Context: an optimization exercise on an open-source flow, tuned for a short achievable clock period and few clock cycles. The choices shown serve that exercise and are no tape-out recipe. At most, simulation tests tie the RTL to the original design; equivalence was not proved. Power figures rest on the tool's default switching activity, not on a simulated workload.

## job 101
==> flow/design.v (excerpt) <==
module icache_nway_lru #(
   parameter int ADDR_W = 32,
   parameter int WAYS   = 4,
   parameter int SETS   = 4,
   parameter int WPL    = 2,
   parameter int TDUP   = 2
) (
   input  logic                clk,
   input  logic                reset,
   input  logic                proc_req,
   input  logic [ADDR_W-1:0]   address_from_proc,
   input  logic                flush,
   output logic [31:0]         data_to_proc,
   output logic                proc_resp_valid,
   output logic                hit_miss,
   output logic                busy,
   output logic                ram_req,
   output logic [ADDR_W-1:0]   address_to_ram,
   input  logic [32*WPL-1:0]   data_from_ram,
   input  logic                ram_access_done
);
clock: 8.5 ns
lec_check: 0
abc_clock_period_in_ps: 2000
cap_margin: 20
core_margin: 2
core_utilization: 40
setup_slack_margin: 5
slew_margin: 20
standard.sh (not shown) runs the stock make flow with config.mk's settings and CLKGATE_MAP_FILE= SYNTH_SCRIPT=/design/flow/synth_recipe.tcl, a recipe that flattens the netlist after the stock synthesis.
==> flow/flow/run.sh <==
#!/bin/bash
# Standard layout, with timing repair aiming further below the clock period.
set -euo pipefail
bash standard.sh SETUP_SLACK_MARGIN=6 finish > orfs_make.log 2>&1
### job 101 -> job 102
diff --git a/flow/design.v b/flow/design.v
--- a/flow/design.v
+++ b/flow/design.v
@@ -1,16 +1,16 @@
 module icache_nway_lru #(
    parameter int ADDR_W = 32,
    parameter int WAYS   = 4,
    parameter int SETS   = 4,
    parameter int WPL    = 2,
-   parameter int TDUP   = 2
+   parameter int TDUP   = 4
 ) (
    input  logic                clk,
    input  logic                reset,
    input  logic                proc_req,
    input  logic [ADDR_W-1:0]   address_from_proc,
    input  logic                flush,
    output logic [31:0]         data_to_proc,
    output logic                proc_resp_valid,
    output logic                hit_miss,
    output logic                busy,
Findings:
Every run in the comparison, job 101 and job 102, completed the flow with a clean layout.
Number of antenna diodes on job 102 is up relative to job 101.
Met2 capacity usage during global routing: job 102 vs job 101 down 7.9 points
Post-placement setup slack: job 102 lower than job 101
The minimum clock period after layout of job 102 exceeds that of job 101 by 6.2 ps.
Going from job 101 to job 102, final worst hold slack shows an increase of 6.8 ps; total power divided by cell area moved up; net switching fraction of the power moved down.
Register-to-register slack: job 102 better than job 101
First-pass GRT wire length (job 102 vs. job 101) decreases by more than 10%
Leakage power summed over all cells for job 102: about 5% down relative to job 101
Testbench counts of job 102, summed over its fixed seeds: cycles 44,675.
The RTL of job 101 was laid out without a check of its function.


The RTL this note starts from:
==> flow/design.v <==
module icache_nway_lru #(
   parameter int ADDR_W = 32,
   parameter int WAYS   = 4,
   parameter int SETS   = 4,
   parameter int WPL    = 2,
   parameter int NPART  = 4
) (
   input  logic                clk,
   input  logic                reset,
   input  logic                proc_req,
   input  logic [ADDR_W-1:0]   address_from_proc,
   input  logic                flush,
   output logic [31:0]         data_to_proc,
   output logic                proc_resp_valid,
   output logic                hit_miss,
   output logic                busy,
   output logic                ram_req,
   output logic [ADDR_W-1:0]   address_to_ram,
   input  logic [32*WPL-1:0]   data_from_ram,
   input  logic                ram_access_done
);
   localparam int WSEL_W = $clog2(WPL);
   localparam int OFF    = WSEL_W + 2;
   localparam int IDX_W  = $clog2(SETS);
   localparam int TAG_W  = ADDR_W - OFF - IDX_W;
   localparam int NPAIR  = WAYS * (WAYS - 1) / 2;
   logic [SETS-1:0][WAYS-1:0]                  valid_q;
   logic [SETS-1:0][WAYS-1:0][TAG_W-1:0]       tag_q;
   logic [SETS-1:0][WAYS-1:0][WPL-1:0][31:0]   line_q;
   logic [SETS-1:0][NPAIR-1:0]                 ord_q;
   logic [SETS-1:0][WAYS-1:0]                  vic_q;
   logic [ADDR_W-1:OFF] addr_q;      
   logic [TAG_W-1:0]    req_tag_q;   
   logic [SETS-1:0]     req_set_q;   
   logic [WSEL_W-1:0]   req_word_q;
   logic [WAYS-1:0]     hit_oh_q;    
   logic                hit_q;       
   logic                ram_req_q;   
   logic                resp_q;
   logic                hit_miss_q;
   logic                flush_pend_q;  
   logic [NPART-1:0][31:0] part_q;
   logic [TAG_W-1:0]    in_tag;
   logic [IDX_W-1:0]    in_idx;
   logic [WSEL_W-1:0]   in_word;
   logic [SETS-1:0]     in_set;
   logic                accept;    
   logic                lookup;    
   logic [WAYS-1:0]     way_hit;
   logic                any_hit;
   logic [31:0]         hit_data;
   assign in_tag  = address_from_proc[ADDR_W-1:OFF+IDX_W];
   assign in_idx  = address_from_proc[OFF+IDX_W-1:OFF];
   assign in_word = address_from_proc[OFF-1:2];
   assign accept  = proc_req && !ram_req_q;
   assign lookup  = accept && !flush;
   always_comb begin
      for (int s = 0; s < SETS; s++)
         in_set[s] = (in_idx == IDX_W'(s));
   end
   always_comb begin
      for (int w = 0; w < WAYS; w++) begin
         way_hit[w] = 1'b0;
         for (int s = 0; s < SETS; s++)
            way_hit[w] = way_hit[w] ||
                         (in_set[s] && valid_q[s][w] && (tag_q[s][w] == in_tag));
         way_hit[w] = way_hit[w] && lookup;
      end
   end
   assign any_hit = |way_hit;
   logic [WAYS-1:0][31:0] cand;
   always_comb begin
      for (int w = 0; w < WAYS; w++) begin
         cand[w] = '0;
         for (int s = 0; s < SETS; s++)
            cand[w] = cand[w] | ({32{in_set[s]}} & line_q[s][w][in_word]);
      end
   end
   logic [NPART-1:0][31:0] part_d;
   always_comb begin
      for (int g = 0; g < NPART; g++) begin
         part_d[g] = '0;
         for (int w = g * WAYS / NPART; w < (g + 1) * WAYS / NPART; w++)
            part_d[g] = part_d[g] | ({32{way_hit[w]}} & cand[w]);
      end
      if (ram_req_q) part_d[0] = data_from_ram[32*req_word_q +: 32];
   end
   always_comb begin
      hit_data = '0;
      for (int g = 0; g < NPART; g++)
         hit_data = hit_data | part_q[g];
   end
   logic              done;
   logic              upd;        
   logic [WAYS-1:0]   cur_valid;
   logic [NPAIR-1:0]  cur_ord;
   logic [WAYS-1:0]   cur_vic;
   logic [WAYS-1:0]   acc;        
   logic [WAYS-1:0]   nxt_valid;
   logic [NPAIR-1:0]  nxt_ord;
   logic [WAYS-1:0]   lru;
   logic [WAYS-1:0]   nxt_vic;
   assign done = ram_req_q && ram_access_done;
   assign upd  = done || hit_q;
   always_comb begin
      cur_valid = '0;
      cur_ord   = '0;
      cur_vic   = '0;
      for (int s = 0; s < SETS; s++)
         if (req_set_q[s]) begin
            cur_valid = cur_valid | valid_q[s];
            cur_ord   = cur_ord   | ord_q[s];
            cur_vic   = cur_vic   | vic_q[s];
         end
   end
   assign acc       = ram_req_q ? cur_vic : hit_oh_q;
   assign nxt_valid = cur_valid | acc;
   always_comb begin
      int p;
      nxt_ord = cur_ord;
      p = 0;
      for (int i = 0; i < WAYS; i++)
         for (int j = i + 1; j < WAYS; j++) begin
            if (acc[i])      nxt_ord[p] = 1'b0;
            else if (acc[j]) nxt_ord[p] = 1'b1;
            p++;
         end
   end
   always_comb begin
      int p;
      lru = '1;
      p = 0;
      for (int i = 0; i < WAYS; i++)
         for (int j = i + 1; j < WAYS; j++) begin
            if (nxt_ord[p]) lru[j] = 1'b0;
            else            lru[i] = 1'b0;
            p++;
         end
   end
   always_comb begin
      logic found;
      nxt_vic = '0;
      found   = 1'b0;
      for (int w = 0; w < WAYS; w++)
         if (!nxt_valid[w] && !found) begin
            nxt_vic[w] = 1'b1;
            found      = 1'b1;
         end
      if (!found) nxt_vic = lru;
   end
   always_ff @(posedge clk) begin
      addr_q   <= address_from_proc[ADDR_W-1:OFF];
      hit_oh_q <= way_hit;
      part_q   <= part_d;
      if (accept) begin
         req_tag_q  <= in_tag;
         req_set_q  <= in_set;
         req_word_q <= in_word;
      end
   end
   always_ff @(posedge clk) begin
      if (!reset) begin
         ram_req_q    <= 1'b0;
         resp_q       <= 1'b0;
         hit_q        <= 1'b0;
         hit_miss_q   <= 1'b1;
         flush_pend_q <= 1'b0;
      end else begin
         resp_q     <= any_hit || done;
         hit_q      <= any_hit;
         hit_miss_q <= ram_req_q;
         if (ram_req_q) begin
            if (ram_access_done) ram_req_q <= 1'b0;
         end else begin
            ram_req_q <= proc_req && !any_hit;
         end
         if (done)                 flush_pend_q <= 1'b0;
         else if (ram_req_q && flush) flush_pend_q <= 1'b1;
      end
   end
   logic clear;
   assign clear = !reset || (flush && !ram_req_q) || (done && (flush || flush_pend_q));
   always_ff @(posedge clk) begin
      for (int s = 0; s < SETS; s++) begin
         if (clear) begin
            valid_q[s] <= '0;
            ord_q[s]   <= '0;
            vic_q[s]   <= WAYS'(1);
         end else if (upd && req_set_q[s]) begin
            valid_q[s] <= nxt_valid;
            ord_q[s]   <= nxt_ord;
            vic_q[s]   <= nxt_vic;
         end
      end
   end
   always_ff @(posedge clk) begin
      for (int s = 0; s < SETS; s++)
         for (int w = 0; w < WAYS; w++)
            if (reset && done && req_set_q[s] && vic_q[s][w]) begin
               tag_q[s][w]  <= req_tag_q;
               line_q[s][w] <= data_from_ram;
            end
   end
   assign data_to_proc    = hit_data;
   assign proc_resp_valid = resp_q;
   assign hit_miss        = hit_miss_q;
   assign busy            = ram_req_q;
   assign ram_req         = ram_req_q;
   assign address_to_ram  = {addr_q, OFF'(0)};
endmodule
clock: 8.5 ns
lec_check: 0
abc_clock_period_in_ps: 2000
cap_margin: 20
core_margin: 2
core_utilization: 40
setup_slack_margin: 5
slew_margin: 20
Scripts as last shown in full above: flow/flow/run.sh
Then changed:
--- a/flow/design.v
+++ b/flow/design.v
@@ -3,7 +3,8 @@
    parameter int WAYS   = 4,
    parameter int SETS   = 4,
    parameter int WPL    = 2,
-   parameter int NPART  = 4
+   parameter int NPART  = 2,
+   parameter int TDUP   = 2
 ) (
    input  logic                clk,
    input  logic                reset,
@@ -24,8 +25,15 @@
    localparam int IDX_W  = $clog2(SETS);
    localparam int TAG_W  = ADDR_W - OFF - IDX_W;
    localparam int NPAIR  = WAYS * (WAYS - 1) / 2;
+   logic [TDUP-1:0][TAG_W-1:0] tag_mask;
+   for (genvar gk = 0; gk < TDUP; gk++) begin : g_tag_mask_k
+      for (genvar gb = 0; gb < TAG_W; gb++) begin : g_tag_mask_b
+         assign tag_mask[gk][gb] = (gk == 1) || (gk == 2 && gb % 2 == 0) ||
+                                   (gk == 3 && gb % 2 == 1);
+      end
+   end
    logic [SETS-1:0][WAYS-1:0]                  valid_q;
-   logic [SETS-1:0][WAYS-1:0][TAG_W-1:0]       tag_q;
+   logic [TDUP-1:0][SETS-1:0][WAYS-1:0][TAG_W-1:0] tag_q;
    logic [SETS-1:0][WAYS-1:0][WPL-1:0][31:0]   line_q;
    logic [SETS-1:0][NPAIR-1:0]                 ord_q;
    logic [SETS-1:0][WAYS-1:0]                  vic_q;
@@ -39,7 +47,7 @@
    logic                resp_q;
    logic                hit_miss_q;
    logic                flush_pend_q;  
-   logic [NPART-1:0][31:0] part_q;
+   logic [NPART-1:0][31:0] part_n_q;  
    logic [TAG_W-1:0]    in_tag;
    logic [IDX_W-1:0]    in_idx;
    logic [WSEL_W-1:0]   in_word;
@@ -58,15 +66,18 @@
       for (int s = 0; s < SETS; s++)
          in_set[s] = (in_idx == IDX_W'(s));
    end
-   always_comb begin
-      for (int w = 0; w < WAYS; w++) begin
-         way_hit[w] = 1'b0;
-         for (int s = 0; s < SETS; s++)
-            way_hit[w] = way_hit[w] ||
-                         (in_set[s] && valid_q[s][w] && (tag_q[s][w] == in_tag));
-         way_hit[w] = way_hit[w] && lookup;
-      end
-   end
+   logic [TDUP-1:0][WAYS-1:0] way_hit_k;
+   always_comb begin
+      for (int k = 0; k < TDUP; k++)
+         for (int w = 0; w < WAYS; w++) begin
+            way_hit_k[k][w] = 1'b0;
+            for (int s = 0; s < SETS; s++)
+               way_hit_k[k][w] = way_hit_k[k][w] ||
+                  (in_set[s] && valid_q[s][w] && ((tag_q[k][s][w] ^ tag_mask[k]) == in_tag));
+            way_hit_k[k][w] = way_hit_k[k][w] && lookup;
+         end
+   end
+   assign way_hit = way_hit_k[0];
    assign any_hit = |way_hit;
    logic [WAYS-1:0][31:0] cand;
    always_comb begin
@@ -81,14 +92,16 @@
       for (int g = 0; g < NPART; g++) begin
          part_d[g] = '0;
          for (int w = g * WAYS / NPART; w < (g + 1) * WAYS / NPART; w++)
-            part_d[g] = part_d[g] | ({32{way_hit[w]}} & cand[w]);
+            for (int b = 0; b < 32; b++)
+               part_d[g][b] = part_d[g][b] | (way_hit_k[b * TDUP / 32][w] & cand[w][b]);
       end
       if (ram_req_q) part_d[0] = data_from_ram[32*req_word_q +: 32];
    end
    always_comb begin
-      hit_data = '0;
+      hit_data = '1;
       for (int g = 0; g < NPART; g++)
-         hit_data = hit_data | part_q[g];
+         hit_data = hit_data & part_n_q[g];
+      hit_data = ~hit_data;
    end
    logic              done;
    logic              upd;        
@@ -151,7 +164,7 @@
    always_ff @(posedge clk) begin
       addr_q   <= address_from_proc[ADDR_W-1:OFF];
       hit_oh_q <= way_hit;
-      part_q   <= part_d;
+      part_n_q <= ~part_d;
       if (accept) begin
          req_tag_q  <= in_tag;
          req_set_q  <= in_set;
@@ -197,7 +210,8 @@
       for (int s = 0; s < SETS; s++)
          for (int w = 0; w < WAYS; w++)
             if (reset && done && req_set_q[s] && vic_q[s][w]) begin
-               tag_q[s][w]  <= req_tag_q;
+               for (int k = 0; k < TDUP; k++)
+                  tag_q[k][s][w] <= req_tag_q ^ tag_mask[k];
                line_q[s][w] <= data_from_ram;
             end
    end
Effect:
- The changed run completed without violations
- synthesized area increases by 27%
- global-route usage decreases by 0.80 points
- setup slack improved by 0.39 ns
- final area increases by 23%
- wire length increases by 26%
- cell count increases by 26%
- count of clock-buffer cells in the layout increases by 31
- first-iteration DRC count increases by 20%
- sequential share of layout area increases by 0.68 points
- total power increases by 23%
- utilization decreases by 1.8 points
Function was not checked in any run of this note: the RTL went through the layout flow alone.

[separate check: timing with driven ports]
The flow's constraints put no driver on any port. The routed layouts listed below were extracted and timed again, unchanged, in two steps. Step 1 (the two cells are an assumption about what drives the block):
set clk [get_ports {clk}]
set_driving_cell -lib_cell sky130_fd_sc_hd__clkbuf_16 $clk
set_driving_cell -lib_cell sky130_fd_sc_hd__buf_2 [delete_from_list [all_inputs] $clk]
Step 2 also shifts input and output timing later by t, the mid clock arrival at the registers, as if the neighbouring blocks saw the same clock. Slacks: ideal ports / drivers / drivers and shift; pairs: ideal ports / drivers.
| run | shift t [ns] | setup WS [ns] | clock arrival spread, ns | worst register clock-pin slew, ns | worst slew at a driven data input, ns |
|---|---|---|---|---|---|
| job 101 | 0.933 | 5.279 / 5.192 / 4.404 | 0.082 / 0.082 | 0.07 / 0.07 | 0.20 |
| job 102 | 0.942 | 5.273 / 5.185 / 4.525 | 0.066 / 0.065 | 0.07 / 0.07 | 0.24 |
| the first run of note 2 | 0.889 | 4.892 / 4.812 / 4.323 | 0.048 / 0.048 | 0.08 / 0.08 | 0.37 |
| the second run of note 2 | 0.925 | 5.278 / 4.867 / 3.942 | 0.066 / 0.066 | 0.07 / 0.07 | 0.56 |
After both steps setup and hold are still met in every run listed. The setup slack of the second run of note 2, which loses most, moves by -0.411 ns with the drivers and by -1.336 ns with both steps.
